This is an optimization exercise on Yosys and OpenROAD, whose aim is small area, a short achievable clock period and few clock cycles, not a production implementation. Where RTL was checked, it was by simulation tests only, not by an equivalence proof against the original. Power is estimated from default activity; no workload was simulated.

== run a ==
==> flow/design.v <==
package cmac_pkg;
  localparam int S_IDLE = 0;   
  localparam int S_W0   = 1;   
  localparam int S_W    = 2;   
  localparam int S_LDB  = 3;   
  localparam int S_OP   = 4;   
  localparam int S_OPP  = 5;   
  localparam int S_OPPL = 6;   
  localparam int S_LDL  = 7;   
  localparam int S_LOP  = 8;   
  localparam int S_LDF  = 9;   
  localparam int S_FOP  = 10;  
  localparam int NST    = 11;
  localparam logic [127:0] RB = 128'h87;
  function automatic logic [127:0] dbl(input logic [127:0] v);
    dbl = {v[126:0], 1'b0} ^ (v[127] ? RB : 128'h0);
  endfunction
endpackage
module cmac_subkey_gen (
  input  logic [127:0] l,
  output logic [127:0] k1,
  output logic [127:0] k2
);
  always_comb begin
    k1 = cmac_pkg::dbl(l);
    k2 = cmac_pkg::dbl(k1);
  end
endmodule
module cmac_ctrl #(
  parameter int unsigned TIMEOUT_CYCLES = 64
) (
  input  logic         CLK,
  input  logic         Rst_n,
  input  logic         start,
  input  logic [127:0] key,
  input  logic         msg_valid,
  output logic         msg_ready,
  input  logic [127:0] msg_data,
  input  logic         msg_last,
  input  logic [4:0]   msg_bytes,
  output logic [127:0] mac,
  output logic         mac_valid,
  output logic         busy,
  output logic         error,
  output logic         aes_ld,
  output logic [127:0] aes_key,
  output logic [127:0] aes_text_in,
  input  logic [127:0] aes_text_out,
  input  logic         aes_done
);
  localparam int unsigned CNT_W = $clog2(TIMEOUT_CYCLES);
  localparam logic [CNT_W-1:0] CNT_LAST = CNT_W'(TIMEOUT_CYCLES - 2);
  logic [cmac_pkg::NST-1:0] st_r, st_d;
  logic [127:0] key_r;
  logic [127:0] acc_r, acc_d;
  logic         full_r;
  logic [CNT_W-1:0] cnt_r;
  logic         ld_r, rdy_r, busy_r, mv_r, err_r;
  logic         ld_d, rdy_d;
  logic [7:0]   txt_r, txt_d;
  logic         waiting, timeout, take, start_ok, full, padded;
  logic [127:0] k1, k2;
  logic [15:0]  keep_b, pad_b;
  logic [127:0] msk_m, pad_m;
  logic         acc_t, acc_k1, acc_k2;
  logic         sel_a_r, sel_t_r, sel_k1_r, sel_k2_r;
  logic         sel_a_d, sel_t_d, sel_k1_d, sel_k2_d;
  assign aes_key     = key_r;
  assign aes_ld      = ld_r;
  assign mac         = acc_r;
  assign mac_valid   = mv_r;
  assign busy        = busy_r;
  assign error       = err_r;
  assign msg_ready   = rdy_r;
  cmac_subkey_gen u_subkey (
    .l  (aes_text_out),
    .k1 (k1),
    .k2 (k2)
  );
  always_comb begin
    full   = msg_bytes[4];
    padded = msg_last && !full;
    for (int i = 0; i < 16; i++) begin
      keep_b[i] = !padded || (4'(i) < msg_bytes[3:0]);
      pad_b[i]  = padded && (4'(i) == msg_bytes[3:0]);
      msk_m[127-8*i -: 8] = {8{keep_b[i]}};
      pad_m[127-8*i -: 8] = {pad_b[i], 7'b0};
    end
  end
  always_comb begin
    waiting  = st_r[cmac_pkg::S_OP] || st_r[cmac_pkg::S_OPP] || st_r[cmac_pkg::S_OPPL] ||
               st_r[cmac_pkg::S_LOP] || st_r[cmac_pkg::S_FOP];
    timeout  = waiting && !aes_done && (cnt_r == CNT_LAST);
    take     = msg_valid && rdy_r;
    start_ok = start && st_r[cmac_pkg::S_IDLE];
    acc_t  = aes_done && sel_t_r;
    acc_k1 = aes_done && sel_k1_r;
    acc_k2 = aes_done && sel_k2_r;
    acc_d  = (acc_r & {128{sel_a_r}}) ^
             ((((msg_data & msk_m) | pad_m) & {128{take}}) |
              (aes_text_out & {128{acc_t}}) |
              (k1 & {128{acc_k1}}) | (k2 & {128{acc_k2}}));
    st_d = '0;
    if (st_r[cmac_pkg::S_IDLE]) st_d[cmac_pkg::S_IDLE] = 1'b1;
    if (st_r[cmac_pkg::S_W0] || st_r[cmac_pkg::S_W]) begin
      if (!take)         st_d[cmac_pkg::S_W]   = 1'b1;
      else if (msg_last) st_d[cmac_pkg::S_LDL] = 1'b1;
      else               st_d[cmac_pkg::S_LDB] = 1'b1;
    end
    if (st_r[cmac_pkg::S_LDB]) begin
      if (!take)         st_d[cmac_pkg::S_OP]   = 1'b1;
      else if (msg_last) st_d[cmac_pkg::S_OPPL] = 1'b1;
      else               st_d[cmac_pkg::S_OPP]  = 1'b1;
    end
    if (st_r[cmac_pkg::S_OP])   st_d[aes_done ? cmac_pkg::S_W   : cmac_pkg::S_OP]   = 1'b1;
    if (st_r[cmac_pkg::S_OPP])  st_d[aes_done ? cmac_pkg::S_LDB : cmac_pkg::S_OPP]  = 1'b1;
    if (st_r[cmac_pkg::S_OPPL]) st_d[aes_done ? cmac_pkg::S_LDL : cmac_pkg::S_OPPL] = 1'b1;
    if (st_r[cmac_pkg::S_LDL])  st_d[cmac_pkg::S_LOP] = 1'b1;
    if (st_r[cmac_pkg::S_LOP])  st_d[aes_done ? cmac_pkg::S_LDF : cmac_pkg::S_LOP]  = 1'b1;
    if (st_r[cmac_pkg::S_LDF])  st_d[cmac_pkg::S_FOP] = 1'b1;
    if (st_r[cmac_pkg::S_FOP])  st_d[aes_done ? cmac_pkg::S_IDLE : cmac_pkg::S_FOP] = 1'b1;
    if (timeout) begin
      st_d = '0;
      st_d[cmac_pkg::S_IDLE] = 1'b1;
    end
    if (start_ok) begin
      st_d = '0;
      st_d[cmac_pkg::S_W0] = 1'b1;
    end
    sel_a_d  = st_d[cmac_pkg::S_W] || st_d[cmac_pkg::S_OPP] || st_d[cmac_pkg::S_OPPL] ||
               st_d[cmac_pkg::S_LDL] || st_d[cmac_pkg::S_LOP] || st_d[cmac_pkg::S_IDLE];
    sel_t_d  = st_d[cmac_pkg::S_OP] || st_d[cmac_pkg::S_OPP] || st_d[cmac_pkg::S_OPPL] ||
               st_d[cmac_pkg::S_FOP];
    sel_k1_d = st_d[cmac_pkg::S_LOP] && full_r;
    sel_k2_d = st_d[cmac_pkg::S_LOP] && !full_r;
    ld_d  = st_d[cmac_pkg::S_LDB] || st_d[cmac_pkg::S_LDL] || st_d[cmac_pkg::S_LDF];
    txt_d[0] = !st_d[cmac_pkg::S_LDL] && !st_d[cmac_pkg::S_IDLE];
    txt_d[1] = !st_d[cmac_pkg::S_LDL] && !st_d[cmac_pkg::S_W0];
    txt_d[2] = !st_d[cmac_pkg::S_LDL] && !st_d[cmac_pkg::S_W];
    txt_d[3] = !st_d[cmac_pkg::S_LDL] && !st_d[cmac_pkg::S_OP];
    txt_d[4] = !st_d[cmac_pkg::S_LDL] && !st_d[cmac_pkg::S_OPP];
    txt_d[5] = !st_d[cmac_pkg::S_LDL] && !st_d[cmac_pkg::S_OPPL];
    txt_d[6] = !st_d[cmac_pkg::S_LDL] && !st_d[cmac_pkg::S_LOP];
    txt_d[7] = !st_d[cmac_pkg::S_LDL] && !st_d[cmac_pkg::S_FOP];
    for (int g = 0; g < 8; g++)
      aes_text_in[16*g +: 16] = acc_r[16*g +: 16] & {16{txt_r[g]}};
    rdy_d = st_d[cmac_pkg::S_W0] || st_d[cmac_pkg::S_W] || st_d[cmac_pkg::S_LDB];
  end
  always_ff @(posedge CLK) begin
    acc_r <= acc_d;
    if (start_ok) key_r <= key;
    if (take && msg_last) full_r <= full;
    cnt_r <= ld_r ? '0 : cnt_r + CNT_W'(1);
  end
  always_ff @(posedge CLK) begin
    if (!Rst_n) begin
      st_r   <= cmac_pkg::NST'(1) << cmac_pkg::S_IDLE;
      ld_r   <= 1'b0;
      txt_r  <= '0;
      sel_a_r  <= 1'b1;
      sel_t_r  <= 1'b0;
      sel_k1_r <= 1'b0;
      sel_k2_r <= 1'b0;
      rdy_r  <= 1'b0;
      busy_r <= 1'b0;
      mv_r   <= 1'b0;
      err_r  <= 1'b0;
    end else begin
      st_r   <= st_d;
      ld_r   <= ld_d;
      txt_r  <= txt_d;
      sel_a_r  <= sel_a_d;
      sel_t_r  <= sel_t_d;
      sel_k1_r <= sel_k1_d;
      sel_k2_r <= sel_k2_d;
      rdy_r  <= rdy_d;
      busy_r <= !st_d[cmac_pkg::S_IDLE];
      mv_r   <= st_r[cmac_pkg::S_FOP] && aes_done;
      err_r  <= timeout;
    end
  end
endmodule
Settings: LEC_CHECK=0, CAP_MARGIN=20, CORE_MARGIN=2, CORE_UTILIZATION=40, CTS_CLUSTER_DIAMETER=100, CTS_CLUSTER_SIZE=24, SETUP_SLACK_MARGIN=2.3, SLEW_MARGIN=20; clock period 4.5 ns.
standard.sh (not shown) runs the stock make flow with config.mk's settings and CLKGATE_MAP_FILE= SYNTH_SCRIPT=/design/flow/synth_recipe.tcl, a recipe that flattens the netlist after the stock synthesis.
==> flow/flow/run.sh <==
#!/bin/bash
# Standard ORFS layout, with two changes to what it is given:
#  - the smallest buffer on each port instead of the delay cell that
#    buffer_ports picks by default;
#  - I/O pins may sit on adjacent routing tracks, so a small die still has
#    room for all 784 pins.
set -euo pipefail
export BUFFER_PORTS_ARGS="-buffer_cell sky130_fd_sc_hd__buf_1"
export PLACE_PINS_ARGS="-min_distance 1 -min_distance_in_tracks"
bash standard.sh > standard.log 2>&1
Run a finished all stages; the layout is clean.
Testbench counts of run a, summed over its fixed seeds: cycles 13,792.
Edits applied to the flow inputs when going from run a to run b:
diff --git a/flow/design.v b/flow/design.v
--- a/flow/design.v
+++ b/flow/design.v
@@ -56,5 +56,5 @@
   logic         full_r;
   logic [CNT_W-1:0] cnt_r;
-  logic         ld_r, rdy_r, busy_r, mv_r, err_r;
+  logic         ld_r, rdy_r, busy_r, err_r;
   logic         ld_d, rdy_d;
   logic [7:0]   txt_r, txt_d;
@@ -68,7 +68,5 @@
   assign aes_key     = key_r;
   assign aes_ld      = ld_r;
-  assign mac         = acc_r;
-  assign mac_valid   = mv_r;
-  assign busy        = busy_r;
+  assign mac         = aes_text_out;
   assign error       = err_r;
   assign msg_ready   = rdy_r;
@@ -93,5 +91,7 @@
     timeout  = waiting && !aes_done && (cnt_r == CNT_LAST);
     take     = msg_valid && rdy_r;
-    start_ok = start && st_r[cmac_pkg::S_IDLE];
+    mac_valid = st_r[cmac_pkg::S_FOP] && aes_done;
+    busy      = busy_r && !mac_valid;
+    start_ok  = start && (st_r[cmac_pkg::S_IDLE] || mac_valid);
     acc_t  = aes_done && sel_t_r;
     acc_k1 = aes_done && sel_k1_r;
@@ -130,6 +130,5 @@
     sel_a_d  = st_d[cmac_pkg::S_W] || st_d[cmac_pkg::S_OPP] || st_d[cmac_pkg::S_OPPL] ||
                st_d[cmac_pkg::S_LDL] || st_d[cmac_pkg::S_LOP] || st_d[cmac_pkg::S_IDLE];
-    sel_t_d  = st_d[cmac_pkg::S_OP] || st_d[cmac_pkg::S_OPP] || st_d[cmac_pkg::S_OPPL] ||
-               st_d[cmac_pkg::S_FOP];
+    sel_t_d  = st_d[cmac_pkg::S_OP] || st_d[cmac_pkg::S_OPP] || st_d[cmac_pkg::S_OPPL];
     sel_k1_d = st_d[cmac_pkg::S_LOP] && full_r;
     sel_k2_d = st_d[cmac_pkg::S_LOP] && !full_r;
@@ -164,5 +163,4 @@
       rdy_r  <= 1'b0;
       busy_r <= 1'b0;
-      mv_r   <= 1'b0;
       err_r  <= 1'b0;
     end else begin
@@ -176,5 +174,4 @@
       rdy_r  <= rdy_d;
       busy_r <= !st_d[cmac_pkg::S_IDLE];
-      mv_r   <= st_r[cmac_pkg::S_FOP] && aes_done;
       err_r  <= timeout;
     end
==> comparison <==
Run b completed; timing, DRC and antenna clean
Comparing run b and run a, the higher count of cell instances traversed by the critical path is on run b.
| final-layout worst hold slack | run a vs run b | ≈ equal |
For first-iteration DRC count, dividing the value from run a by the value from run b gives 1.14.
Filler-free cell count of the finished design, run b and run a: larger value in run b
Compared to run a, run b has total of clock buffers placed in the layout about 8% lower.
Route | run b vs run a | wire shorter in run b
The final reports for run b and run a show cell count of the worst reg-to-reg path lower in the former.
Looking at share of power burned in registers, run b sits 0.5 points below run a.
The standard cells in run b occupy more silicon area than those in run a do.
The run showing the greater via count of the routed design is run a.
No functional check of the RTL was part of run b.

==> afterwards: timing with drivers on the ports <==
How much do the figures lean on ideal ports? The routed layouts below were timed once more, with nothing changed but the port constraints. Step 1 sets driving cells, clkbuf_16 on the clock port and buf_2 on the other inputs (assumed; they add their load-dependent delay and slew). Step 2 times the ports against the registers' clock, not the clock port: input delays grow and output delays shrink by t, the midpoint of the rising clock arrivals with the driver on. Slacks: ideal / step 1 / step 2; pairs: ideal / step 1.
run	shift t [ns]	setup slack, ns	latest minus earliest clock arrival (ns)
run a	0.554	2.277 / 2.224 / 1.810	0.020 / 0.020
run b	0.553	2.121 / 2.088 / 1.739	0.023 / 0.023
After both steps setup and hold are still met in every run listed. The setup slack of run a, which loses most, moves by -0.053 ns with the drivers and by -0.467 ns with both steps.
